This is an optimization exercise on Yosys and OpenROAD, whose aim is small area, not a production implementation. The RTL was checked by simulation tests, not by an equivalence proof against the original design. Power figures rest on the tool's default switching activity, not on a simulated workload.

## flow/design.v (module list and top-level ports; edited modules follow where they fit)
// module delay_line: 17 lines
// module elem_decomp: 767 lines
// module decomp_ctrl: 57 lines
// module decomp_unit: 51 lines
module decomp_unit (
  input  wire logic                  clk,
  input  wire logic                  arst_n,
  input  wire logic                  cfg_load,
  input  wire logic [CFG_W-1:0]      cfg,
  input  wire logic                  in_valid,
  input  wire logic                  in_last,
  input  wire logic [COEFF_W-1:0]    coeff,
  output logic                       out_valid,
  output logic                       out_last,
  output logic      [BUNDLE_W-1:0]   out,
  output logic                       cfg_busy,
  output logic                       cfg_reject
);
  // ...
==> flow/flow/run.sh <==
#!/bin/bash
# Own layout flow: the standard synthesis and ORFS flow, with three changes:
#  - ports are buffered with sky130_fd_sc_hd__buf_1 instead of the delay buffer
#    buffer_ports picks by default,
#  - CTS uses clkbuf_8 with larger sink clusters and inserts no dummy clock loads,
#  - constant-0 output ports share tie cells in small groups of neighbouring pins
#    (flow/share_ties.tcl, run before global placement).
# Each tool's output goes to a log of its own in this folder; ORFS keeps its
# per-step logs under orfs/logs.
set -euo pipefail
here=$(pwd)
export PRE_GLOBAL_PLACE_TCL="$here/flow/share_ties.tcl"
export TIE_GROUP=${TIE_GROUP:-6}
export BUFFER_PORTS_ARGS="-buffer_cell sky130_fd_sc_hd__buf_1"
export CTS_ARGS="-sink_clustering_enable -repair_clock_nets -dont_use_dummy_load -buf_list sky130_fd_sc_hd__clkbuf_8 -sink_clustering_size 20 -sink_clustering_max_diameter 45"
bash standard.sh synth > "$here/synth.log" 2>&1
bash standard.sh > "$here/layout.log" 2>&1
==> flow/flow/share_ties.tcl <==
# Let neighbouring constant-0 output ports share one tie cell.
# Each such port is driven by a tie of its own after floorplan (through the
# buffer that synthesis put in front of each port); the buffers are removed
# first, as global placement would do anyway, then the ports are sorted along
# the die edge and each run of TIE_GROUP ports keeps only its first tie.
remove_buffers
set block [ord::get_db_block]
set die [$block getDieArea]
set W [$die dx]
set H [$die dy]
set cands {}
foreach inst [$block getInsts] {
  if {[[$inst getMaster] getName] ne "sky130_fd_sc_hd__conb_1"} { continue }
  set lo [$inst findITerm LO]
  set hi [$inst findITerm HI]
  if {$lo eq "NULL" || [$lo getNet] eq "NULL"} { continue }
  if {$hi ne "NULL" && [$hi getNet] ne "NULL"} { continue }
  set net [$lo getNet]
  set bts [$net getBTerms]
  if {[llength $bts] != 1 || [llength [$net getITerms]] != 1} { continue }
  set bt [lindex $bts 0]
  if {[$bt getIoType] ne "OUTPUT"} { continue }
  set bb [$bt getBBox]
  set x [expr {([$bb xMin] + [$bb xMax]) / 2}]
  set y [expr {([$bb yMin] + [$bb yMax]) / 2}]
  # position along the die edge, counter-clockwise from the lower left corner
  if {$y <= 0 + 2000} {
    set p $x
  } elseif {$x >= $W - 2000} {
    set p [expr {$W + $y}]
  } elseif {$y >= $H - 2000} {
    set p [expr {$W + $H + ($W - $x)}]
  } else {
    set p [expr {2 * $W + $H + ($H - $y)}]
  }
  lappend cands [list $p $inst $net $bt]
}
set cands [lsort -real -index 0 $cands]
set k 0
set keep ""
set shared 0
foreach c $cands {
  lassign $c p inst net bt
  if {$k % $::env(TIE_GROUP) == 0} {
    set keep $net
  } else {
    $bt disconnect
    $bt connect $keep
    odb::dbInst_destroy $inst
    odb::dbNet_destroy $net
    incr shared
  }
  incr k
}
puts "share_ties: [llength $cands] constant ports, $shared ties removed"
==> flow/standard.sh <==
#!/bin/bash
# synth_recipe.tcl (not shown) runs the flow's synth.tcl, then flattens the netlist and writes it again
# the make line also repeats each setting of config.mk as NAME=value (left out here)
make -C /OpenROAD-flow-scripts/flow DESIGN_CONFIG=/design/flow/config.mk WORK_HOME=/design/flow/orfs CLKGATE_MAP_FILE= SYNTH_SCRIPT=/design/flow/synth_recipe.tcl "${@:-finish}"
==> flow/config.mk <==
export PLATFORM = sky130hd
export DESIGN_NAME = decomp_unit
export DESIGN_NICKNAME = decomp_unit
export VERILOG_FILES = /design/flow/design.v
export SDC_FILE = /design/flow/constraint.sdc
export NUM_CORES = 4
export LEC_CHECK = 0
export CAP_MARGIN = 20
export CORE_MARGIN = 2
export CORE_UTILIZATION = 50
export GPL_TIMING_DRIVEN = 0
export SETUP_SLACK_MARGIN = 0.1
export SLEW_MARGIN = 20
==> flow/constraint.sdc <==
create_clock -name core_clock -period 4.0 [get_ports {clk}]
set_input_delay 0.8000 -clock core_clock [delete_from_list [all_inputs] [get_ports {clk}]]
set_output_delay 0.8000 -clock core_clock [all_outputs]
set_load 0.01 [all_outputs]
==> results.txt, run 1 <==
Synth:
- The number of library cell types mapped by synthesis is 68.
- The number of standard cells after synthesis is 1223.
- The multiplexer share of the synthesized area is 1.03%.
- The top cell type by area accounts for 51.4% of the synthesized area.

Die:
- The number of ports placed on the die boundary is approximately 340.
- The core region is 25000 µm².
- Measured along the x axis, the die boundary spans 163 µm.
- The die covers 26600 µm².
- The number of standard-cell rows in the floorplan is between 50 and 60.

Cells and area:
- Of all the cell area in the finished design, the clock network holds 2.60%.
- The number of flip-flops and latches is between 300 and 400.

Placement:
- Input and output buffers added on the ports amount to 187.
- The post-placement cell count is 1520.
- The worst slack at placement is -0.466 ns.

Global route:
- Global routing used 8.10% of the available met3 tracks.
- The number of global-route vias before repair was 9115.
- After global routing the overflow that remains totals 0.
- For met2 alone, demand over resource in global routing was 44.6%.

Routing:
- The via count normalized by instance count is around 6.4.
- The uppermost signal routing layer after detailed routing is met4.
- Across all layers, the routed design uses between 10k and 15k vias.
- The number of violations reported at the end of detailed-routing iteration 0 is 1495.

Clocking:
- CTS built an H-tree with a depth of 1.
- The clock buffer count from CTS is 26.
- The count of instances resized after the clock tree is built is 54.

Timing:
- Setup repair after global routing could not meet its margin everywhere.
- Clock skew on the completed layout was measured at 0.0570 ns.

Flow run:
- The tool flagged a number of max-cap violations equal to 0.

Setup path:
- The worst register-to-register path has a setup slack of ~1.6 ns.
- The kind of cell adding the most delay to the critical path is compound AO/OA/AOI/OAI gates.
- By startpoint and endpoint, the worst setup path is classified as reg2out.

Outcome:
- The run finished with no timing, DRC or antenna violations.

Power and ir drop:
- The design draws 6210 µW.
- The combinational share of power is roughly 15%.
==> module decomp_ctrl, before the edit <==
module decomp_ctrl (
  input  wire logic                  clk,
  input  wire logic                  arst_n,
  input  wire logic                  cfg_load,
  input  wire logic [CFG_W-1:0]      cfg,
  input  wire logic                  in_valid,
  output logic      [4:0]            tm1,        
  output logic      [4:0]            tm1_n,      
  output logic      [NUM_LANES-1:0]  lane_en,    
  output logic                       out_valid,
  output logic                       cfg_busy,
  output logic                       cfg_reject
);
  logic [CNT_W-1:0]    cfg_b;
  logic [LEVELS_W-1:0] cfg_l;
  logic                cfg_ok;
  logic                cfg_accept;
  logic [DECOMP_LATENCY-1:0] vld;
  logic [4:0]          tm1_q;
  logic [4:0]          tm1_n_q;
  logic [2:1]          lvl_q;    
  assign cfg_b = cfg[CFG_W-1:LEVELS_W];
  logic [CNT_W-1:0] cfg_bm1;
  logic [4:0]       cfg_tm1;
  assign cfg_bm1 = cfg_b - 7'd1;
  assign cfg_tm1 = cfg_bm1[4:0];
  assign cfg_l = cfg[LEVELS_W-1:0];
  always_comb begin
    cfg_ok = (cfg_b != '0) && (cfg_b <= 7'd32) && (cfg_l != '0) && (cfg_l <= 3'd4) &&
             !((cfg_l == 3'd3) && (cfg_b > 7'd21)) &&
             !((cfg_l == 3'd4) && (cfg_b > 7'd16));
    cfg_accept = cfg_load && cfg_ok && !cfg_busy && !in_valid;
  end
  logic [3:1] en_q;
  always_ff @(posedge clk or negedge arst_n) begin
    if (!arst_n) begin
      tm1_q      <= 5'd15;
      tm1_n_q    <= 5'd16;
      en_q       <= 3'b111;
      cfg_reject <= 1'b0;
      vld        <= '0;
    end else begin
      if (cfg_accept) begin
        tm1_q   <= cfg_tm1;
        tm1_n_q <= ~cfg_tm1;
        en_q  <= {cfg_l == 3'd4, cfg_l >= 3'd3, cfg_l >= 3'd2};
      end
      cfg_reject <= cfg_load && !cfg_accept;
      vld        <= {vld[DECOMP_LATENCY-2:0], in_valid};
    end
  end
  assign tm1       = tm1_q;
  assign tm1_n     = tm1_n_q;
  assign lane_en   = {en_q, 1'b1};
  assign out_valid = vld[DECOMP_LATENCY-1];
  assign cfg_busy  = |vld;
endmodule
==> inputs of run 2 (changes only) <==
--- a/flow/design.v
+++ b/flow/design.v
@@ -191,16 +191,48 @@
   logic l1_n147;
   logic l1_n148;
   logic l1_n149;
   logic l1_n150;
   logic l1_n151;
   logic l1_n152;
   logic l1_n153;
   logic l1_n154;
+  logic s1_0_1_1;
+  logic s1_0_0_0;
+  logic s1_0_0_2;
+  logic s1_0_1_3;
+  logic s1_0_0_4;
+  logic s1_0_1_5;
+  logic s1_0_0_6;
+  logic s1_0_1_7;
+  logic s1_0_0_8;
+  logic s1_0_1_9;
+  logic s1_0_0_10;
+  logic s1_0_1_11;
+  logic s1_0_0_12;
+  logic s1_0_1_13;
+  logic s1_0_0_14;
+  logic s1_0_1_15;
+  logic s1_0_0_16;
+  logic s1_0_1_17;
+  logic s1_0_0_18;
+  logic s1_0_1_19;
+  logic s1_0_0_20;
+  logic s1_0_1_21;
+  logic s1_0_0_22;
+  logic s1_0_1_23;
+  logic s1_0_0_24;
+  logic s1_0_1_25;
+  logic s1_0_0_26;
+  logic s1_0_1_27;
+  logic s1_0_0_28;
+  logic s1_0_1_29;
+  logic s1_0_0_30;
+  logic s1_0_1_31;
   logic l2_n0;
   logic l2_n1;
   logic l2_n2;
   logic l2_n3;
   logic l2_n4;
   logic l2_n5;
   logic l2_n6;
   logic l2_n7;
@@ -301,16 +333,38 @@
   logic l2_n102;
   logic l2_n103;
   logic l2_n104;
   logic l2_n105;
   logic l2_n106;
   logic l2_n107;
   logic l2_n108;
   logic l2_n109;
+  logic s2_0_1_1;
+  logic s2_0_0_0;
+  logic s2_0_0_2;
+  logic s2_0_1_3;
+  logic s2_0_0_4;
+  logic s2_0_1_5;
+  logic s2_0_0_6;
+  logic s2_0_1_7;
+  logic s2_0_0_8;
+  logic s2_0_1_9;
+  logic s2_0_0_10;
+  logic s2_0_1_11;
+  logic s2_0_0_12;
+  logic s2_0_1_13;
+  logic s2_0_0_14;
+  logic s2_0_1_15;
+  logic s2_0_0_16;
+  logic s2_0_1_17;
+  logic s2_0_0_18;
+  logic s2_0_1_19;
+  logic s2_2_1_20;
+  logic s2_2_0_19;
   logic l3_n0;
   logic l3_n1;
   logic l3_n2;
   logic l3_n3;
   logic l3_n4;
   logic l3_n5;
   logic l3_n6;
   logic l3_n7;
@@ -380,16 +434,32 @@
   logic l3_n71;
   logic l3_n72;
   logic l3_n73;
   logic l3_n74;
   logic l3_n75;
   logic l3_n76;
   logic l3_n77;
   logic l3_n78;
+  logic s3_0_1_1;
+  logic s3_0_0_0;
+  logic s3_0_0_2;
+  logic s3_0_1_3;
+  logic s3_0_0_4;
+  logic s3_0_1_5;
+  logic s3_0_0_6;
+  logic s3_0_1_7;
+  logic s3_0_0_8;
+  logic s3_0_1_9;
+  logic s3_0_0_10;
+  logic s3_0_1_11;
+  logic s3_0_0_12;
+  logic s3_0_1_13;
+  logic s3_0_0_14;
+  logic s3_0_1_15;
   assign l1_n0 = (c[17] | tn[4]) & (c[1] | t[4]);
   assign l1_n1 = (c[25] | tn[4]) & (c[9] | t[4]);
   assign l1_n2 = (l1_n1 | tn[3]) & (l1_n0 | t[3]);
   assign l1_n3 = (c[21] | tn[4]) & (c[5] | t[4]);
   assign l1_n4 = (c[29] | tn[4]) & (c[13] | t[4]);
   assign l1_n5 = (l1_n4 | tn[3]) & (l1_n3 | t[3]);
   assign l1_n6 = (l1_n5 | tn[2]) & (l1_n2 | t[2]);
   assign l1_n7 = (c[19] | tn[4]) & (c[3] | t[4]);
@@ -535,48 +605,80 @@
   assign l1_n147 = (c[59] | tn[2]) & (l1_n134 | t[2]);
   assign l1_n148 = (l1_n147 | tn[1]) & (l1_n141 | t[1]);
   assign l1_n149 = (l1_n148 | tn[0]) & (l1_n145 | t[0]);
   assign l1_n150 = (c[60] | tn[1]) & (l1_n144 | t[1]);
   assign l1_n151 = (l1_n150 | tn[0]) & (l1_n148 | t[0]);
   assign l1_n152 = (c[61] | tn[1]) & (l1_n147 | t[1]);
   assign l1_n153 = (l1_n152 | tn[0]) & (l1_n150 | t[0]);
   assign l1_n154 = (c[62] | tn[0]) & (l1_n152 | t[0]);
-  assign d1[0] = l1_n30 & en[1] & (t >= 5'd0);
-  assign d1[1] = l1_n35 & en[1] & (t >= 5'd1);
-  assign d1[2] = l1_n40 & en[1] & (t >= 5'd2);
-  assign d1[3] = l1_n45 & en[1] & (t >= 5'd3);
-  assign d1[4] = l1_n50 & en[1] & (t >= 5'd4);
-  assign d1[5] = l1_n55 & en[1] & (t >= 5'd5);
-  assign d1[6] = l1_n60 & en[1] & (t >= 5'd6);
-  assign d1[7] = l1_n65 & en[1] & (t >= 5'd7);
-  assign d1[8] = l1_n70 & en[1] & (t >= 5'd8);
-  assign d1[9] = l1_n75 & en[1] & (t >= 5'd9);
-  assign d1[10] = l1_n80 & en[1] & (t >= 5'd10);
-  assign d1[11] = l1_n85 & en[1] & (t >= 5'd11);
-  assign d1[12] = l1_n90 & en[1] & (t >= 5'd12);
-  assign d1[13] = l1_n95 & en[1] & (t >= 5'd13);
-  assign d1[14] = l1_n100 & en[1] & (t >= 5'd14);
-  assign d1[15] = l1_n105 & en[1] & (t >= 5'd15);
-  assign d1[16] = l1_n109 & en[1] & (t >= 5'd16);
-  assign d1[17] = l1_n113 & en[1] & (t >= 5'd17);
-  assign d1[18] = l1_n117 & en[1] & (t >= 5'd18);
-  assign d1[19] = l1_n121 & en[1] & (t >= 5'd19);
-  assign d1[20] = l1_n125 & en[1] & (t >= 5'd20);
-  assign d1[21] = l1_n129 & en[1] & (t >= 5'd21);
-  assign d1[22] = l1_n133 & en[1] & (t >= 5'd22);
-  assign d1[23] = l1_n137 & en[1] & (t >= 5'd23);
-  assign d1[24] = l1_n140 & en[1] & (t >= 5'd24);
-  assign d1[25] = l1_n143 & en[1] & (t >= 5'd25);
-  assign d1[26] = l1_n146 & en[1] & (t >= 5'd26);
-  assign d1[27] = l1_n149 & en[1] & (t >= 5'd27);
-  assign d1[28] = l1_n151 & en[1] & (t >= 5'd28);
-  assign d1[29] = l1_n153 & en[1] & (t >= 5'd29);
-  assign d1[30] = l1_n154 & en[1] & (t >= 5'd30);
+  assign d1[0] = (l1_n29 & s1_0_1_1) | (l1_n14 & s1_0_0_0);
+  assign d1[1] = (l1_n34 & s1_0_1_1) | (l1_n29 & s1_0_0_2);
+  assign d1[2] = (l1_n39 & s1_0_1_3) | (l1_n34 & s1_0_0_2);
+  assign d1[3] = (l1_n44 & s1_0_1_3) | (l1_n39 & s1_0_0_4);
+  assign d1[4] = (l1_n49 & s1_0_1_5) | (l1_n44 & s1_0_0_4);
+  assign d1[5] = (l1_n54 & s1_0_1_5) | (l1_n49 & s1_0_0_6);
+  assign d1[6] = (l1_n59 & s1_0_1_7) | (l1_n54 & s1_0_0_6);
+  assign d1[7] = (l1_n64 & s1_0_1_7) | (l1_n59 & s1_0_0_8);
+  assign d1[8] = (l1_n69 & s1_0_1_9) | (l1_n64 & s1_0_0_8);
+  assign d1[9] = (l1_n74 & s1_0_1_9) | (l1_n69 & s1_0_0_10);
+  assign d1[10] = (l1_n79 & s1_0_1_11) | (l1_n74 & s1_0_0_10);
+  assign d1[11] = (l1_n84 & s1_0_1_11) | (l1_n79 & s1_0_0_12);
+  assign d1[12] = (l1_n89 & s1_0_1_13) | (l1_n84 & s1_0_0_12);
+  assign d1[13] = (l1_n94 & s1_0_1_13) | (l1_n89 & s1_0_0_14);
+  assign d1[14] = (l1_n99 & s1_0_1_15) | (l1_n94 & s1_0_0_14);
+  assign d1[15] = (l1_n104 & s1_0_1_15) | (l1_n99 & s1_0_0_16);
+  assign d1[16] = (l1_n108 & s1_0_1_17) | (l1_n104 & s1_0_0_16);
+  assign d1[17] = (l1_n112 & s1_0_1_17) | (l1_n108 & s1_0_0_18);
+  assign d1[18] = (l1_n116 & s1_0_1_19) | (l1_n112 & s1_0_0_18);
+  assign d1[19] = (l1_n120 & s1_0_1_19) | (l1_n116 & s1_0_0_20);
+  assign d1[20] = (l1_n124 & s1_0_1_21) | (l1_n120 & s1_0_0_20);
+  assign d1[21] = (l1_n128 & s1_0_1_21) | (l1_n124 & s1_0_0_22);
+  assign d1[22] = (l1_n132 & s1_0_1_23) | (l1_n128 & s1_0_0_22);
+  assign d1[23] = (l1_n136 & s1_0_1_23) | (l1_n132 & s1_0_0_24);
+  assign d1[24] = (l1_n139 & s1_0_1_25) | (l1_n136 & s1_0_0_24);
+  assign d1[25] = (l1_n142 & s1_0_1_25) | (l1_n139 & s1_0_0_26);
+  assign d1[26] = (l1_n145 & s1_0_1_27) | (l1_n142 & s1_0_0_26);
+  assign d1[27] = (l1_n148 & s1_0_1_27) | (l1_n145 & s1_0_0_28);
+  assign d1[28] = (l1_n150 & s1_0_1_29) | (l1_n148 & s1_0_0_28);
+  assign d1[29] = (l1_n152 & s1_0_1_29) | (l1_n150 & s1_0_0_30);
+  assign d1[30] = (c[62] & s1_0_1_31) | (l1_n152 & s1_0_0_30);
   assign d1[31] = c[63] & en[1] & (t >= 5'd31);
+  assign s1_0_1_1 = en[1] & t[0] & (t >= 5'd1);
+  assign s1_0_0_0 = en[1] & tn[0] & (t >= 5'd0);
+  assign s1_0_0_2 = en[1] & tn[0] & (t >= 5'd2);
+  assign s1_0_1_3 = en[1] & t[0] & (t >= 5'd3);
+  assign s1_0_0_4 = en[1] & tn[0] & (t >= 5'd4);
+  assign s1_0_1_5 = en[1] & t[0] & (t >= 5'd5);
+  assign s1_0_0_6 = en[1] & tn[0] & (t >= 5'd6);
+  assign s1_0_1_7 = en[1] & t[0] & (t >= 5'd7);
+  assign s1_0_0_8 = en[1] & tn[0] & (t >= 5'd8);
+  assign s1_0_1_9 = en[1] & t[0] & (t >= 5'd9);
+  assign s1_0_0_10 = en[1] & tn[0] & (t >= 5'd10);
+  assign s1_0_1_11 = en[1] & t[0] & (t >= 5'd11);
+  assign s1_0_0_12 = en[1] & tn[0] & (t >= 5'd12);
+  assign s1_0_1_13 = en[1] & t[0] & (t >= 5'd13);
+  assign s1_0_0_14 = en[1] & tn[0] & (t >= 5'd14);
+  assign s1_0_1_15 = en[1] & t[0] & (t >= 5'd15);
+  assign s1_0_0_16 = en[1] & tn[0] & (t >= 5'd16);
+  assign s1_0_1_17 = en[1] & t[0] & (t >= 5'd17);
+  assign s1_0_0_18 = en[1] & tn[0] & (t >= 5'd18);
+  assign s1_0_1_19 = en[1] & t[0] & (t >= 5'd19);
+  assign s1_0_0_20 = en[1] & tn[0] & (t >= 5'd20);
+  assign s1_0_1_21 = en[1] & t[0] & (t >= 5'd21);
+  assign s1_0_0_22 = en[1] & tn[0] & (t >= 5'd22);
+  assign s1_0_1_23 = en[1] & t[0] & (t >= 5'd23);
+  assign s1_0_0_24 = en[1] & tn[0] & (t >= 5'd24);
+  assign s1_0_1_25 = en[1] & t[0] & (t >= 5'd25);
+  assign s1_0_0_26 = en[1] & tn[0] & (t >= 5'd26);
+  assign s1_0_1_27 = en[1] & t[0] & (t >= 5'd27);
+  assign s1_0_0_28 = en[1] & tn[0] & (t >= 5'd28);
+  assign s1_0_1_29 = en[1] & t[0] & (t >= 5'd29);
+  assign s1_0_0_30 = en[1] & tn[0] & (t >= 5'd30);
+  assign s1_0_1_31 = en[1] & t[0] & (t >= 5'd31);
   assign l2_n0 = (c[34] | tn[4]) & (c[2] | t[4]);
   assign l2_n1 = (c[50] | tn[4]) & (c[18] | t[4]);
   assign l2_n2 = (l2_n1 | tn[3]) & (l2_n0 | t[3]);
   assign l2_n3 = (c[42] | tn[4]) & (c[10] | t[4]);
   assign l2_n4 = (c[26] | tn[3]) & (l2_n3 | t[3]);
   assign l2_n5 = (l2_n4 | tn[2]) & (l2_n2 | t[2]);
   assign l2_n6 = (c[38] | tn[4]) & (c[6] | t[4]);
   assign l2_n7 = (c[54] | tn[4]) & (c[22] | t[4]);
@@ -677,37 +779,59 @@
   assign l2_n102 = (l2_n101 | tn[1]) & (l2_n88 | t[1]);
   assign l2_n103 = (l2_n102 | tn[0]) & (l2_n96 | t[0]);
   assign l2_n104 = (c[56] | tn[1]) & (l2_n92 | t[1]);
   assign l2_n105 = (l2_n104 | tn[0]) & (l2_n99 | t[0]);
   assign l2_n106 = (c[57] | tn[1]) & (l2_n95 | t[1]);
   assign l2_n107 = (l2_n106 | tn[0]) & (l2_n102 | t[0]);
   assign l2_n108 = (c[58] | tn[0]) & (l2_n104 | t[0]);
   assign l2_n109 = (c[61] | tn[2]) & (l2_n87 | t[2]);
-  assign d2[0] = l2_n25 & en[2] & (t >= 5'd0);
-  assign d2[1] = l2_n49 & en[2] & (t >= 5'd1);
-  assign d2[2] = l2_n53 & en[2] & (t >= 5'd2);
-  assign d2[3] = l2_n58 & en[2] & (t >= 5'd3);
-  assign d2[4] = l2_n62 & en[2] & (t >= 5'd4);
-  assign d2[5] = l2_n66 & en[2] & (t >= 5'd5);
-  assign d2[6] = l2_n70 & en[2] & (t >= 5'd6);
-  assign d2[7] = l2_n74 & en[2] & (t >= 5'd7);
-  assign d2[8] = l2_n78 & en[2] & (t >= 5'd8);
-  assign d2[9] = l2_n82 & en[2] & (t >= 5'd9);
-  assign d2[10] = l2_n86 & en[2] & (t >= 5'd10);
-  assign d2[11] = l2_n90 & en[2] & (t >= 5'd11);
-  assign d2[12] = l2_n94 & en[2] & (t >= 5'd12);
-  assign d2[13] = l2_n97 & en[2] & (t >= 5'd13);
-  assign d2[14] = l2_n100 & en[2] & (t >= 5'd14);
-  assign d2[15] = l2_n103 & en[2] & (t >= 5'd15);
-  assign d2[16] = l2_n105 & en[2] & (t >= 5'd16);
-  assign d2[17] = l2_n107 & en[2] & (t >= 5'd17);
-  assign d2[18] = l2_n108 & en[2] & (t >= 5'd18);
-  assign d2[19] = l2_n109 & en[2] & (t >= 5'd19);
+  assign d2[0] = (l2_n24 & s2_0_1_1) | (l2_n12 & s2_0_0_0);
+  assign d2[1] = (l2_n48 & s2_0_1_1) | (l2_n36 & s2_0_0_2);
+  assign d2[2] = (l2_n52 & s2_0_1_3) | (l2_n24 & s2_0_0_2);
+  assign d2[3] = (l2_n57 & s2_0_1_3) | (l2_n48 & s2_0_0_4);
+  assign d2[4] = (l2_n61 & s2_0_1_5) | (l2_n52 & s2_0_0_4);
+  assign d2[5] = (l2_n65 & s2_0_1_5) | (l2_n57 & s2_0_0_6);
+  assign d2[6] = (l2_n69 & s2_0_1_7) | (l2_n61 & s2_0_0_6);
+  assign d2[7] = (l2_n73 & s2_0_1_7) | (l2_n65 & s2_0_0_8);
+  assign d2[8] = (l2_n77 & s2_0_1_9) | (l2_n69 & s2_0_0_8);
+  assign d2[9] = (l2_n81 & s2_0_1_9) | (l2_n73 & s2_0_0_10);
+  assign d2[10] = (l2_n85 & s2_0_1_11) | (l2_n77 & s2_0_0_10);
+  assign d2[11] = (l2_n89 & s2_0_1_11) | (l2_n81 & s2_0_0_12);
+  assign d2[12] = (l2_n93 & s2_0_1_13) | (l2_n85 & s2_0_0_12);
+  assign d2[13] = (l2_n96 & s2_0_1_13) | (l2_n89 & s2_0_0_14);
+  assign d2[14] = (l2_n99 & s2_0_1_15) | (l2_n93 & s2_0_0_14);
+  assign d2[15] = (l2_n102 & s2_0_1_15) | (l2_n96 & s2_0_0_16);
+  assign d2[16] = (l2_n104 & s2_0_1_17) | (l2_n99 & s2_0_0_16);
+  assign d2[17] = (l2_n106 & s2_0_1_17) | (l2_n102 & s2_0_0_18);
+  assign d2[18] = (c[58] & s2_0_1_19) | (l2_n104 & s2_0_0_18);
+  assign d2[19] = (c[61] & s2_2_1_20) | (l2_n87 & s2_2_0_19);
   assign d2[20] = c[62] & en[2] & (t >= 5'd20);
+  assign s2_0_1_1 = en[2] & t[0] & (t >= 5'd1);
+  assign s2_0_0_0 = en[2] & tn[0] & (t >= 5'd0);
+  assign s2_0_0_2 = en[2] & tn[0] & (t >= 5'd2);
+  assign s2_0_1_3 = en[2] & t[0] & (t >= 5'd3);
+  assign s2_0_0_4 = en[2] & tn[0] & (t >= 5'd4);
+  assign s2_0_1_5 = en[2] & t[0] & (t >= 5'd5);
+  assign s2_0_0_6 = en[2] & tn[0] & (t >= 5'd6);
+  assign s2_0_1_7 = en[2] & t[0] & (t >= 5'd7);
+  assign s2_0_0_8 = en[2] & tn[0] & (t >= 5'd8);
+  assign s2_0_1_9 = en[2] & t[0] & (t >= 5'd9);
+  assign s2_0_0_10 = en[2] & tn[0] & (t >= 5'd10);
+  assign s2_0_1_11 = en[2] & t[0] & (t >= 5'd11);
+  assign s2_0_0_12 = en[2] & tn[0] & (t >= 5'd12);
+  assign s2_0_1_13 = en[2] & t[0] & (t >= 5'd13);
+  assign s2_0_0_14 = en[2] & tn[0] & (t >= 5'd14);
+  assign s2_0_1_15 = en[2] & t[0] & (t >= 5'd15);
+  assign s2_0_0_16 = en[2] & tn[0] & (t >= 5'd16);
+  assign s2_0_1_17 = en[2] & t[0] & (t >= 5'd17);
+  assign s2_0_0_18 = en[2] & tn[0] & (t >= 5'd18);
+  assign s2_0_1_19 = en[2] & t[0] & (t >= 5'd19);
+  assign s2_2_1_20 = en[2] & t[2] & (t >= 5'd20);
+  assign s2_2_0_19 = en[2] & tn[2] & (t >= 5'd19);
   assign l3_n0 = (c[27] | tn[3]) & (c[3] | t[3]);
   assign l3_n1 = (c[39] | tn[3]) & (c[15] | t[3]);
   assign l3_n2 = (l3_n1 | tn[2]) & (l3_n0 | t[2]);
   assign l3_n3 = (c[33] | tn[3]) & (c[9] | t[3]);
   assign l3_n4 = (c[45] | tn[3]) & (c[21] | t[3]);
   assign l3_n5 = (l3_n4 | tn[2]) & (l3_n3 | t[2]);
   assign l3_n6 = (l3_n5 | tn[1]) & (l3_n2 | t[1]);
   assign l3_n7 = (c[30] | tn[3]) & (c[6] | t[3]);
@@ -777,32 +901,48 @@
   assign l3_n71 = (c[59] | tn[2]) & (l3_n32 | t[2]);
   assign l3_n72 = (l3_n71 | tn[1]) & (l3_n51 | t[1]);
   assign l3_n73 = (l3_n72 | tn[0]) & (l3_n63 | t[0]);
   assign l3_n74 = (c[60] | tn[1]) & (l3_n55 | t[1]);
   assign l3_n75 = (l3_n74 | tn[0]) & (l3_n66 | t[0]);
   assign l3_n76 = (c[61] | tn[1]) & (l3_n59 | t[1]);
   assign l3_n77 = (l3_n76 | tn[0]) & (l3_n69 | t[0]);
   assign l3_n78 = (c[62] | tn[0]) & (l3_n72 | t[0]);
-  assign d3[0] = l3_n14 & en[3] & (t >= 5'd0);
-  assign d3[1] = l3_n28 & en[3] & (t >= 5'd1);
-  assign d3[2] = l3_n41 & en[3] & (t >= 5'd2);
-  assign d3[3] = l3_n45 & en[3] & (t >= 5'd3);
-  assign d3[4] = l3_n49 & en[3] & (t >= 5'd4);
-  assign d3[5] = l3_n53 & en[3] & (t >= 5'd5);
-  assign d3[6] = l3_n57 & en[3] & (t >= 5'd6);
-  assign d3[7] = l3_n61 & en[3] & (t >= 5'd7);
-  assign d3[8] = l3_n64 & en[3] & (t >= 5'd8);
-  assign d3[9] = l3_n67 & en[3] & (t >= 5'd9);
-  assign d3[10] = l3_n70 & en[3] & (t >= 5'd10);
-  assign d3[11] = l3_n73 & en[3] & (t >= 5'd11);
-  assign d3[12] = l3_n75 & en[3] & (t >= 5'd12);
-  assign d3[13] = l3_n77 & en[3] & (t >= 5'd13);
-  assign d3[14] = l3_n78 & en[3] & (t >= 5'd14);
+  assign d3[0] = (l3_n13 & s3_0_1_1) | (l3_n6 & s3_0_0_0);
+  assign d3[1] = (l3_n27 & s3_0_1_1) | (l3_n20 & s3_0_0_2);
+  assign d3[2] = (l3_n40 & s3_0_1_3) | (l3_n34 & s3_0_0_2);
+  assign d3[3] = (l3_n44 & s3_0_1_3) | (l3_n13 & s3_0_0_4);
+  assign d3[4] = (l3_n48 & s3_0_1_5) | (l3_n27 & s3_0_0_4);
+  assign d3[5] = (l3_n52 & s3_0_1_5) | (l3_n40 & s3_0_0_6);
+  assign d3[6] = (l3_n56 & s3_0_1_7) | (l3_n44 & s3_0_0_6);
+  assign d3[7] = (l3_n60 & s3_0_1_7) | (l3_n48 & s3_0_0_8);
+  assign d3[8] = (l3_n63 & s3_0_1_9) | (l3_n52 & s3_0_0_8);
+  assign d3[9] = (l3_n66 & s3_0_1_9) | (l3_n56 & s3_0_0_10);
+  assign d3[10] = (l3_n69 & s3_0_1_11) | (l3_n60 & s3_0_0_10);
+  assign d3[11] = (l3_n72 & s3_0_1_11) | (l3_n63 & s3_0_0_12);
+  assign d3[12] = (l3_n74 & s3_0_1_13) | (l3_n66 & s3_0_0_12);
+  assign d3[13] = (l3_n76 & s3_0_1_13) | (l3_n69 & s3_0_0_14);
+  assign d3[14] = (c[62] & s3_0_1_15) | (l3_n72 & s3_0_0_14);
   assign d3[15] = c[63] & en[3] & (t >= 5'd15);
+  assign s3_0_1_1 = en[3] & t[0] & (t >= 5'd1);
+  assign s3_0_0_0 = en[3] & tn[0] & (t >= 5'd0);
+  assign s3_0_0_2 = en[3] & tn[0] & (t >= 5'd2);
+  assign s3_0_1_3 = en[3] & t[0] & (t >= 5'd3);
+  assign s3_0_0_4 = en[3] & tn[0] & (t >= 5'd4);
+  assign s3_0_1_5 = en[3] & t[0] & (t >= 5'd5);
+  assign s3_0_0_6 = en[3] & tn[0] & (t >= 5'd6);
+  assign s3_0_1_7 = en[3] & t[0] & (t >= 5'd7);
+  assign s3_0_0_8 = en[3] & tn[0] & (t >= 5'd8);
+  assign s3_0_1_9 = en[3] & t[0] & (t >= 5'd9);
+  assign s3_0_0_10 = en[3] & tn[0] & (t >= 5'd10);
+  assign s3_0_1_11 = en[3] & t[0] & (t >= 5'd11);
+  assign s3_0_0_12 = en[3] & tn[0] & (t >= 5'd12);
+  assign s3_0_1_13 = en[3] & t[0] & (t >= 5'd13);
+  assign s3_0_0_14 = en[3] & tn[0] & (t >= 5'd14);
+  assign s3_0_1_15 = en[3] & t[0] & (t >= 5'd15);
 endmodule
 `default_nettype wire
 `timescale 1ns/1ps
 `default_nettype none
 import decomp_pkg::*;
 module decomp_ctrl (
   input  wire logic                  clk,
   input  wire logic                  arst_n,
@@ -813,55 +953,57 @@
   output logic      [4:0]            tm1_n,      
   output logic      [NUM_LANES-1:0]  lane_en,    
   output logic                       out_valid,
   output logic                       cfg_busy,
   output logic                       cfg_reject
 );
   logic [CNT_W-1:0]    cfg_b;
   logic [LEVELS_W-1:0] cfg_l;
+  logic [CNT_W-1:0]    cfg_bm1;
+  logic [4:0]          cfg_tm1;
   logic                cfg_ok;
   logic                cfg_accept;
   logic [DECOMP_LATENCY-1:0] vld;
-  logic [4:0]          tm1_q;
   logic [4:0]          tm1_n_q;
-  logic [2:1]          lvl_q;    
-  assign cfg_b = cfg[CFG_W-1:LEVELS_W];
-  logic [CNT_W-1:0] cfg_bm1;
-  logic [4:0]       cfg_tm1;
+  logic [4:0]          tm1_n_d;
+  logic [3:1]          dis_q;
+  logic [4:0]          tm1_q;
+  assign cfg_b   = cfg[CFG_W-1:LEVELS_W];
+  assign cfg_l   = cfg[LEVELS_W-1:0];
   assign cfg_bm1 = cfg_b - 7'd1;
   assign cfg_tm1 = cfg_bm1[4:0];
-  assign cfg_l = cfg[LEVELS_W-1:0];
   always_comb begin
     cfg_ok = (cfg_b != '0) && (cfg_b <= 7'd32) && (cfg_l != '0) && (cfg_l <= 3'd4) &&
              !((cfg_l == 3'd3) && (cfg_b > 7'd21)) &&
              !((cfg_l == 3'd4) && (cfg_b > 7'd16));
     cfg_accept = cfg_load && cfg_ok && !cfg_busy && !in_valid;
+    tm1_n_d    = cfg_accept ? ~cfg_tm1 : tm1_n_q;
   end
-  logic [3:1] en_q;
   always_ff @(posedge clk or negedge arst_n) begin
     if (!arst_n) begin
-      tm1_q      <= 5'd15;
-      tm1_n_q    <= 5'd16;
-      en_q       <= 3'b111;
+      tm1_n_q    <= 5'b10000;
+      dis_q      <= 3'b000;
       cfg_reject <= 1'b0;
       vld        <= '0;
     end else begin
+      tm1_n_q <= tm1_n_d;
       if (cfg_accept) begin
-        tm1_q   <= cfg_tm1;
-        tm1_n_q <= ~cfg_tm1;
-        en_q  <= {cfg_l == 3'd4, cfg_l >= 3'd3, cfg_l >= 3'd2};
+        dis_q <= {cfg_l != 3'd4, cfg_l < 3'd3, cfg_l < 3'd2};
       end
       cfg_reject <= cfg_load && !cfg_accept;
       vld        <= {vld[DECOMP_LATENCY-2:0], in_valid};
     end
   end
+  always_ff @(posedge clk) begin
+    tm1_q <= ~tm1_n_d;
+  end
   assign tm1       = tm1_q;
   assign tm1_n     = tm1_n_q;
-  assign lane_en   = {en_q, 1'b1};
+  assign lane_en   = {~dis_q, 1'b1};
   assign out_valid = vld[DECOMP_LATENCY-1];
   assign cfg_busy  = |vld;
 endmodule
 `default_nettype wire
 `timescale 1ns/1ps
 `default_nettype none
 import decomp_pkg::*;
 module decomp_unit (
--- a/flow/flow/share_ties.tcl
+++ b/flow/flow/share_ties.tcl
@@ -1,15 +1,32 @@
 # Let neighbouring constant-0 output ports share one tie cell.
 # Each such port is driven by a tie of its own after floorplan (through the
-# buffer that synthesis put in front of each port); the buffers are removed
-# first, as global placement would do anyway, then the ports are sorted along
-# the die edge and each run of TIE_GROUP ports keeps only its first tie.
-remove_buffers
+# buffer that synthesis put in front of each port); those buffers are removed
+# first, then the ports are sorted along the die edge and each run of
+# TIE_GROUP ports keeps only its first tie.
 set block [ord::get_db_block]
+set tie_bufs {}
+foreach inst [$block getInsts] {
+  if {[[$inst getMaster] getName] ne "sky130_fd_sc_hd__conb_1"} { continue }
+  set lo [$inst findITerm LO]
+  if {$lo eq "NULL" || [$lo getNet] eq "NULL"} { continue }
+  foreach it [[$lo getNet] getITerms] {
+    set b [$it getInst]
+    if {$b eq $inst} { continue }
+    if {[string match "*__buf_*" [[$b getMaster] getName]]} {
+      set out [$b findITerm X]
+      if {$out ne "NULL" && [$out getNet] ne "NULL" && [llength [[$out getNet] getBTerms]] > 0} {
+        lappend tie_bufs [$b getName]
+      }
+    }
+  }
+}
+puts "tie buffers: [llength $tie_bufs]"
+if {[llength $tie_bufs]} { rsz::remove_buffers_cmd [get_cells $tie_bufs] }
 set die [$block getDieArea]
 set W [$die dx]
 set H [$die dy]
 set cands {}
 foreach inst [$block getInsts] {
   if {[[$inst getMaster] getName] ne "sky130_fd_sc_hd__conb_1"} { continue }
   set lo [$inst findITerm LO]
   set hi [$inst findITerm HI]
==> results.txt, run 2 <==
Cells and area:
- 0 antenna diodes ended up in the layout.
- The register with the most flip-flops in the layout has 320 of them.
- The register name with the most flops is u_coeff_dly.stage.
- The area overhead of the layout relative to synthesis is 5.77%.
- The top cell types in the final layout, fill and taps aside, are sky130_fd_sc_hd__dfxtp_1, sky130_fd_sc_hd__buf_1, sky130_fd_sc_hd__o22ai_1.
- Leaving out fill and tap cells, the most frequent cell in the layout is sky130_fd_sc_hd__dfxtp_1.
- The non-filler instance count after layout is 1593.
- The ratio of cells with drive above 1 in the final layout is a little over a tenth.
- After the last flow step, the layout net total stands at 1352.

Setup path:
- The element type at the critical path start is a flip-flop.
- STA puts the critical path data required time at 3.20 ns.
- The startpoint of the most critical register-to-register path is u_ctrl.vld[1]$_DFF_PN0_.
- The critical path is of the reg2out type.
- The endpoint arrival time on the critical path is 3.05 ns.
- The critical path endpoint category is an output port.
- The number of cells on the worst reg-to-reg path is 5.
- The minimum setup slack among reg-to-reg paths came to 2.17 ns (+0.56 ns).
- In this run the worst path has a maximum fanout of 10.

Clocking:
- TritonCTS built the clock tree.
- The number of H-tree levels came to 1 (unchanged).
- The clock buffer count from CTS is 27 (+3.8%).
- In this run the clock root is driven by a sky130_fd_sc_hd__clkbuf_8.
- In this run, post-CTS hold repair placed 0 buffers.
- Clock tree synthesis found a total of 344 sinks.
- The number of buffers on the longest clock path is 3.
- The clock latency reported for the late side of the worst-skew pair is 0.58 ns.
- The post-CTS clock slew at the launch and capture registers of the worst setup and hold paths is 0.10 ns.

Synth:
- Ranked by total cell area, the synthesized netlist is headed by sky130_fd_sc_hd__dfxtp_1, sky130_fd_sc_hd__buf_4, sky130_fd_sc_hd__o22ai_1.
- The number of library cell types mapped by synthesis is 62 (-8.8%).
- The flip-flop and latch count after synthesis is 344.
- The number of standard cells after synthesis is 1177 (-3.8%).
- The most frequent cell after synthesis is sky130_fd_sc_hd__dfxtp_1.
- The most frequently used flop master after synthesis is sky130_fd_sc_hd__dfxtp_1.
- In this run, synthesis inferred 0 flip-flops with an integrated enable.
- The share of synthesized area occupied by flip-flops and latches is roughly 56%.
- Of all flip-flops after synthesis, the portion carrying an async set or reset was 4.07%.
- The cell type with the largest total area after synthesis is sky130_fd_sc_hd__dfxtp_1.
- In this run the cell area of the synthesized design comes to approximately 12000 µm².
- In the synthesized netlist, the cells that appear most often are sky130_fd_sc_hd__dfxtp_1, sky130_fd_sc_hd__buf_4, sky130_fd_sc_hd__o22ai_1.
- The share of Yosys cell area claimed by the top area cell type is 53.2% (+1.8 points).
- The count of synthesis-stage warnings from yosys is 4.
- The mean instance size in the synthesized netlist is between 10 and 15 µm².

Timing:
- Setup repair after global routing could not meet its margin everywhere.
- The count of pins over their slew limit is 0.
- Measured against its own limit, the worst slew margin works out to 30.1%.
- At the pin with the least slew margin, the transition time is 1.03 ns.
- The peak clock frequency supported by timing is 0.260 GHz.
- Setup violations remaining at the end of the flow were counted as 0.
- After layout, the worst path uses a little over nine tenths of the clock period.
- The shortest period the worst path allows is 3.85 ns.
- The total negative slack is 0 ns.
- The number of hold violations in the final report was 0.
- The clock skew is 0.0591 ns (+0.00206 ns).

Placement:
- The routability congestion estimate from global placement is between 1 and 1.5.
- The post-placement cell count came to 1558 (+2.5%).
- Once detailed placement completed, the half-perimeter wirelength came to 33800 µm.
- The number of port buffers is 187 (unchanged).

Die:
- The floorplan die area is 26100 µm² (-1.9%).
- The number of ports placed on the die boundary is 343 (unchanged).
- The area inside the core boundary is 24300 µm² (-2.9%).
- The die is 162 µm tall.
- For this configuration, the core starts out at a cell density of 51.0%.
- The number of standard-cell rows in the floorplan was 57 (-1.7%).
- The die span in x is 162 µm (-0.95%).

Global route:
- The number of antenna violations at the first check in global routing is 0.
- The total global routing track utilization is between 30 and 40%.
- The pin count of the biggest net entering global routing is 21.
- The wire length of the first global-routing pass is 63700 µm.
- The remaining global-route overflow came to 0 (unchanged).
- The number of global-route vias before repair is 9527 (+4.5%).

Power and ir drop:
- The power per standard cell area is 475 nW/µm².
- The worst-case vdd ir drop is around 0.45 mV.
- In this run the static leakage power is 0.00518 µW.

Routing:
- Once detail routing completed, the nets flagged for antenna violations numbered 0.
- The number of vias in the routed layout is 10.0k (-2.1%).
- The total wire length is roughly 45000 µm.
- In the final routed layout, each cell accounts on average for 28.2 µm.
- The via count normalized by instance count is 6.30 (-1.0%).
- The number of violations reported at the end of detailed-routing iteration 0 is 1554 (+3.9%).
- The number of DRC violations after detailed routing is 0.
- The first TritonRoute pass finished after 5 iterations.

Min path:
- The worst min-delay path category is in2async.

Flow run:
- The max capacitance violation total came to 0 (unchanged).

Outcome:
- The run finished with no timing, DRC or antenna violations.
-- run 2: changes by cell type in the layout (fill, tap and decap cells not counted), sizes merged, moves of 13 or more --
cell | previous run | this run
clkbuf | 28 | 72
o22a | 25 | 69
buf | 246 | 233
nand2 | 59 | 38
nor3 | 20 | 3
a211oi | 33 | 9
nor2b | 2 | 15
a22o | 8 | 21
o22ai | 160 | 127
-- run 2: final cells by class --
| class | count | area (µm²) |
|---|---|---|
| Inverter | 10 | 37.5 |
| Tap cell | 324 | 405 |
| Timing Repair Buffer | 198 | 785 |
| Buffer | 80 | 433 |
| Clock buffer | 27 | 372 |
| Sequential cell | 344 | 6960 |
| Multi-Input combinational cell | 610 | 4140 |
| Fill cell | 2226 | 11200 |
-- run 2: cells by family after synthesis --
logic type               count (synthesis)  share of synthesized area, %
AND/OR/NAND/NOR                        189                          7.08
other                                    1                        0.0302
AO/OA/AOI/OAI                          377                          22.6
XOR/XNOR                                 3                         0.212
multiplexers                            13                          1.25
adder cells (fa/ha/maj)                  2                         0.202
flip-flops                             344                          56.1
buffers and inverters                  248                          12.6
-- run 2: metal layers --
metal | GRT usage, % | part of all wire, % | vias up
met1 | 44.7 | 40 | 4700
met3 | 11.3 | 14 | 176
met4 | 12.9 | 4.7 | 0
met5 | 0 | 0 | -
li1 | - | - | 4278
met2 | 49.4 | 41 | 875
-- run 2: power by group --
| group | switching [µW] | internal (µW) | leakage (µW) | total [µW] |
|---|---|---|---|---|
| sequential | 104 | 3610 | 0.00296 | 3710 |
| clock | 944 | 601 | 0.000194 | 1540 |
| combinational | 662 | 311 | 0.00203 | 973 |
| total | 1710 | 4520 | 0.00518 | 6230 |
-- run 2: worst max-delay path by stage --
stage	startpoint	endpoint	slack (ns)
global route	flip-flop	out[137]	0.08
floorplan	flip-flop	out[91]	1.31
detailed placement	flip-flop	out[88]	0.12
finish	u_ctrl.tm1_q[3]$_DFF_P_	out[204]	0.15
global placement	flip-flop	out[88]	0.06
CTS	u_ctrl.tm1_q[4]$_DFF_P_	out[76]	0.10
-- run 2: repair_timing --
| action | 4_1_cts | 5_1_grt |
|---|---|---|
| setup buffers | 9 | 2 |
| cloned | 0 | 0 |
| setup endpoints to repair | 73 | 55 |
| pin swaps | 10 | 2 |
| resized for setup | 45 | 37 |
-- run 2: metrics by stage --
| stage | util [%] | instance area (µm²) | hold slack (ns) | power (µW) | setup slack (ns) |
|---|---|---|---|---|---|
| after floorplan | - | 13000 | 0.310 | 4410 | 1.31 |
| after global placement | 51.2 | 12400 | 0.310 | 4670 | 0.0635 |
| after detailed placement | 51.2 | 12400 | 0.312 | 4670 | 0.117 |
| after CTS | 53.7 | 13000 | 0.264 | 6240 | 0.101 |
| after global routing | 54.0 | 13100 | 0.271 | 6470 | 0.0768 |
| final | 54.0 | 13100 | 0.279 | 6230 | 0.147 |
-- run 2: worst max-delay path, stage by stage (launching register included) --
cell	delay, ns
sky130_fd_sc_hd__dfxtp_1	0.31
sky130_fd_sc_hd__buf_2	0.20
sky130_fd_sc_hd__buf_2	0.31
sky130_fd_sc_hd__clkbuf_4	0.32
sky130_fd_sc_hd__o22ai_1	0.12
sky130_fd_sc_hd__a22oi_1	0.41
sky130_fd_sc_hd__o22ai_1	0.31
sky130_fd_sc_hd__o22a_1	0.26
sky130_fd_sc_hd__nor2_1	0.08
sky130_fd_sc_hd__buf_1	0.16
==> inputs of run 3 (changes only) <==
--- a/flow/flow/share_ties.tcl
+++ b/flow/flow/share_ties.tcl
@@ -2,24 +2,7 @@
 # Each such port is driven by a tie of its own after floorplan (through the
-# buffer that synthesis put in front of each port); those buffers are removed
-# first, then the ports are sorted along the die edge and each run of
-# TIE_GROUP ports keeps only its first tie.
+# buffer that synthesis put in front of each port); the buffers are removed
+# first, as global placement would do anyway, then the ports are sorted along
+# the die edge and each run of TIE_GROUP ports keeps only its first tie.
+remove_buffers
 set block [ord::get_db_block]
-set tie_bufs {}
-foreach inst [$block getInsts] {
-  if {[[$inst getMaster] getName] ne "sky130_fd_sc_hd__conb_1"} { continue }
-  set lo [$inst findITerm LO]
-  if {$lo eq "NULL" || [$lo getNet] eq "NULL"} { continue }
-  foreach it [[$lo getNet] getITerms] {
-    set b [$it getInst]
-    if {$b eq $inst} { continue }
-    if {[string match "*__buf_*" [[$b getMaster] getName]]} {
-      set out [$b findITerm X]
-      if {$out ne "NULL" && [$out getNet] ne "NULL" && [llength [[$out getNet] getBTerms]] > 0} {
-        lappend tie_bufs [$b getName]
-      }
-    }
-  }
-}
-puts "tie buffers: [llength $tie_bufs]"
-if {[llength $tie_bufs]} { rsz::remove_buffers_cmd [get_cells $tie_bufs] }
 set die [$block getDieArea]
==> results.txt, run 3 <==
Synth:
- The dominant combinational cell family by area after synthesis is compound AO/OA/AOI/OAI gates.
- The adder and majority cell fraction of the synthesized area is 0.202% (unchanged).
- The count of synthesis-stage warnings from yosys was 4 (unchanged).
- The flip-flop and latch count after synthesis came to 344 (unchanged).
- The count of flip-flops with a built-in enable after synthesis is 0 (unchanged).
- The compound-gate portion of the synthesized area is 22.6% (unchanged).
- sky130_fd_sc_hd__dfxtp_1 takes more of the synthesized area than any other cell.
- The simple-gate portion of the synthesized area is 7.08% (unchanged).
- The number of library cell types mapped by synthesis is 62 (unchanged).
- The share of synthesized area occupied by flip-flops and latches is 56.1% (unchanged).
- The share of Yosys cell area claimed by the top area cell type is 53.2% (unchanged).
- By instance count, the leading cell after synthesis is sky130_fd_sc_hd__dfxtp_1.
- The multiplexer share of the synthesized area is 1.25% (unchanged).
- By area the synthesized netlist is led by sky130_fd_sc_hd__dfxtp_1, sky130_fd_sc_hd__buf_4, sky130_fd_sc_hd__o22ai_1.
- The mean instance size in the synthesized netlist is 10.5 µm² (unchanged).
- The commonest cells after synthesis are sky130_fd_sc_hd__dfxtp_1, sky130_fd_sc_hd__buf_4, sky130_fd_sc_hd__o22ai_1.
- The post-synthesis xor/xnor area fraction is 0.212% (unchanged).
- The proportion of register bits with asynchronous set or reset after synthesis is 4.07% (unchanged).
- The number of standard cells after synthesis came to 1177 (unchanged).
- The total standard cell area after synthesis came to 12400 µm² (unchanged).
- In the synthesized netlist the dominant register cell turns out to be sky130_fd_sc_hd__dfxtp_1.

Die:
- The initial core utilization was 51.0% (unchanged).
- The die span in x is 162 µm (unchanged).
- The height of the die is 162 µm (unchanged).
- The floorplan die area is 26100 µm² (unchanged).
- The area inside the core boundary was 24300 µm² (unchanged).
- The number of standard-cell rows in the floorplan is 57 (unchanged).
- The number of ports placed on the die boundary came to 343 (unchanged).

Timing:
- Setup repair after global routing could not meet its margin everywhere.
- The number of hold violations in the final report was 0 (unchanged).
- The clock skew is 0.0774 ns (+0.0183 ns).
- The portion of the clock cycle consumed by the worst path in the final layout came to 98.5% (+2.2 points).
- The count of pins over their slew limit is 0 (unchanged).
- The relative slew slack is 33.7% (+3.6 points).
- The tightest hold margin is 0.249 ns (-0.0300 ns).
- The total negative slack is 0 ns (unchanged).
- The shortest period the worst path allows is 3.94 ns (+0.0887 ns).
- The peak clock frequency supported by timing is 0.254 GHz (-2.2%).
- The slack of the critical path is 0.0584 ns (-0.0887 ns).
- The slew at the pin with the worst max-slew slack is 0.993 ns (-0.0423 ns).
- The number of setup violations in the final report is 0 (unchanged).

Power and ir drop:
- The clock network fraction of total power was 24.6% (-0.2 points).
- The power per standard cell area is 475 nW/µm² (about the same).
- The worst-case vdd ir drop is 0.502 mV (+12%).
- The net switching share of the total power is 26.7% (-0.75 points).
- The combinational share of power is 14.4% (-1.2 points).
- The leakage power figure is 0.00498 µW (-3.9%).
- The total internal power is 4480 µW (-0.82%).
- The sequential cell fraction of total power is 61.0% (+1.4 points).
- The power dissipated by switching net loads came to 1630 µW (-4.5%).

Routing:
- The number of violations reported at the end of detailed-routing iteration 0 is 1384 (-11%).
- The number of vias in the routed layout came to 9354 (-6.7%).
- The via count normalized by instance count is 6.16 (-2.1%).
- The length of the first detailed-routing pass in iterations was 8 (+3).
- The mean routed wirelength per cell is 24.5 µm (-13%).
- The total wire length was 37200 µm (-17%).
- The number of DRC violations after detailed routing was 0 (unchanged).
- The remaining number of nets flagged by the antenna check after routing was 0 (unchanged).

Cells and area:
- The ratio of cells with drive above 1 in the final layout came to 7.29% (-3.4 points).
- The number of flip-flops in the largest register is 320 (unchanged).
- Leaving out fill and tap cells, the most frequent cells in the layout are sky130_fd_sc_hd__dfxtp_1, sky130_fd_sc_hd__buf_1, sky130_fd_sc_hd__o22ai_1.
- Relative to the synthesized area, the layout overhead comes to 3.85%.
- The final-layout fill cell count was 2213 (-0.58%).
- The most frequent standard cell in the layout excluding fill and tap cells is sky130_fd_sc_hd__dfxtp_1.
- The number of inserted diodes came to 0 (unchanged).
- Counting flops per register, the top entry is u_coeff_dly.stage.
- The final layout net count was 1277 (-5.5%).

Placement:
- The routability congestion estimate from global placement came to 0.981 (-6.2%).
- The placed wire-length estimate after detailed placement is 26800 µm (-21%).
- The worst slack at placement is 0.203 ns (+0.0862 ns).
- The number of port buffers is 187 (unchanged).

Global route:
- The remaining global-route overflow is 0 (unchanged).
- The number of global-route vias before repair is 8593 (-9.8%).
- The pin count of the biggest net entering global routing is 64 (+200%).
- The total global routing track utilization is 27.2% (-6.0 points).
- The number of antenna violations at the first check in global routing was 0 (unchanged).
- The wire length of the first global-routing pass is 53800 µm (-16%).

Setup path:
- In this run the critical register-to-register path is launched from u_ctrl.vld[1]$_DFF_PN0_.
- The worst setup path is launched from a flip-flop.
- The kind of critical path is reg2out.
- The top fanout value on the critical path is 19 (+9).
- The endpoint arrival time on the critical path is 3.14 ns (+0.09 ns).
- The critical path endpoint category is an output port.
- The number of cells traversed by the worst register-to-register path is 5 (unchanged).
- The reg-to-reg endpoint is u_ctrl.dis_q[3]$_DFFE_PN0P_.
- The endpoint required time on the critical path came to 3.20 ns (about the same).
- The minimum setup slack among reg-to-reg paths is 2.04 ns (-0.13 ns).

Clocking:
- The number of buffers on the longest clock path is 3 (unchanged).
- The clock buffer count from CTS is 26 (-3.7%).
- The clock latency reported for the late side of the worst-skew pair is 0.58 ns (about the same).
- TritonCTS built the clock tree.
- The number of H-tree levels was 1 (unchanged).
- The clock root buffer is sky130_fd_sc_hd__clkbuf_8.
- The post-CTS clock slew at the launch and capture registers of the worst setup and hold paths is 0.10 ns (about the same).
- The total number of clock tree sinks is 344 (unchanged).

Flow run:
- The max capacitance violation total is 0 (unchanged).

Min path:
- In this run the most critical hold path is launched from u_coeff_dly.stage[197]$_DFF_P_.
- The worst hold path terminates at u_coeff_dly.stage[261]$_DFF_P_.
- The hold-critical path depth is 0.
- The worst min-delay path category is reg2reg.

Outcome:
- The run finished with no timing, DRC or antenna violations.
[run 3: changes by cell type in the layout (fill, tap and decap cells not counted), sizes merged]
| cell | previous run | this run |
|---|---|---|
| clkbuf | 72 | 27 |
| buf | 233 | 203 |
| clkinvlp | 0 | 2 |
| clkinv | 1 | 0 |
| inv | 9 | 8 |
[run 3: how the worst max path moves through the flow]
stage,to,slack [ns],cells after the start
final,out[83],0.06,7
after global placement,out[198],-1.86,5
after floorplan,out[91],1.31,7
after CTS,out[144],0.008,7
after detailed placement,out[144],0.20,6
after global routing,out[83],0.09,7
[run 3: layout make-up]
| type | count | area [µm²] | area share [%] |
|---|---|---|---|
| well taps | 324 | 405 | 3.15 |
| clock buffers | 26 | 358 | 2.78 |
| multi-input cells | 610 | 4080 | 31.6 |
| flip-flops and latches | 344 | 6980 | 54.2 |
| inverters | 10 | 45.0 | 0.349 |
| repair buffers | 204 | 1020 | 7.95 |
[run 3: worst max-delay path: stages, from the launching register on]
cell,delay (ns)
sky130_fd_sc_hd__dfstp_4,0.80
sky130_fd_sc_hd__clkbuf_16,0.26
sky130_fd_sc_hd__o22a_1,0.17
sky130_fd_sc_hd__o22ai_1,0.08
sky130_fd_sc_hd__a221oi_1,0.62
sky130_fd_sc_hd__o22a_1,0.28
sky130_fd_sc_hd__a32o_1,0.20
sky130_fd_sc_hd__buf_1,0.18
[run 3: through the flow]
step                      area (µm²)  std cells  power [µW]  utilization, %
final                          12900       1518        6120            53.0
after global routing           12900       1518        6380            53.0
after CTS                      12800       1514        6140            52.5
after detailed placement       12300       1484        4630            50.7
after global placement         12100       1475        4610            49.7
after floorplan                13000       1331        4410               -
[run 3: cell families after synthesis]
family                   after synthesis
AO/OA/AOI/OAI                        377
other                                  1
multiplexers                          13
adder cells (fa/ha/maj)                2
buffers and inverters                248
flip-flops                           344
XOR/XNOR                               3
AND/OR/NAND/NOR                      189
[run 3: layer usage]
metal | share of wire [%] | routed length (µm) | global-route usage (%)
met1 | 44 | 16500 | 40.8
met2 | 40 | 14900 | 39.2
met3 | 13 | 4670 | 6.86
met4 | 3.1 | 1170 | 6.98
met5 | 0 | 0 | 0
[run 3: power by group through the flow]
| stage | sequential (µW) | combinational (µW) | clock [µW] |
|---|---|---|---|
| CTS | 3730 | 832 | 1580 |
| floorplan | 3740 | 673 | 0 |
| global placement | 3840 | 774 | 0 |
| global route | 3740 | 934 | 1700 |
| detailed placement | 3810 | 815 | 0 |
| finish | 3730 | 881 | 1510 |
[run 3: what timing repair did]
| action | CTS | global route |
|---|---|---|
| endpoints found under the setup margin | 45 | 45 |
| pin swaps | 2 | 0 |
| hold buffers | 0 | 0 |
| setup buffers | 4 | 3 |
| gates resized for setup | 10 | 18 |

port drivers added, routing unchanged:
How much do the figures lean on ideal ports? The routed layouts below were timed once more, with nothing changed but the port constraints. Step 1, drivers: a clkbuf_16 drives clk and a buf_2 each remaining input, both assumed. Step 2 moves the port delays by t, midway between the first and last clock arrival at a register: inputs arrive t later, outputs are due t later. That takes back most of the time a late clock gives input paths. Three values: ideal ports, drivers, drivers and shift; two values: the first two.
run	shift t [ns]	slack for setup (ns)	latest minus earliest clock arrival (ns)	worst register clock-pin slew, ns	pins driven straight from the clock port
run 1	0.584	0.055 / 0.018 / 0.602	0.101 / 0.101	0.10 / 0.10	1
run 2	0.598	0.147 / 0.102 / 0.700	0.061 / 0.060	0.11 / 0.11	1
run 3	0.585	0.058 / 0.015 / 0.599	0.079 / 0.079	0.11 / 0.11	1
After both steps setup and hold are still met in every run listed.
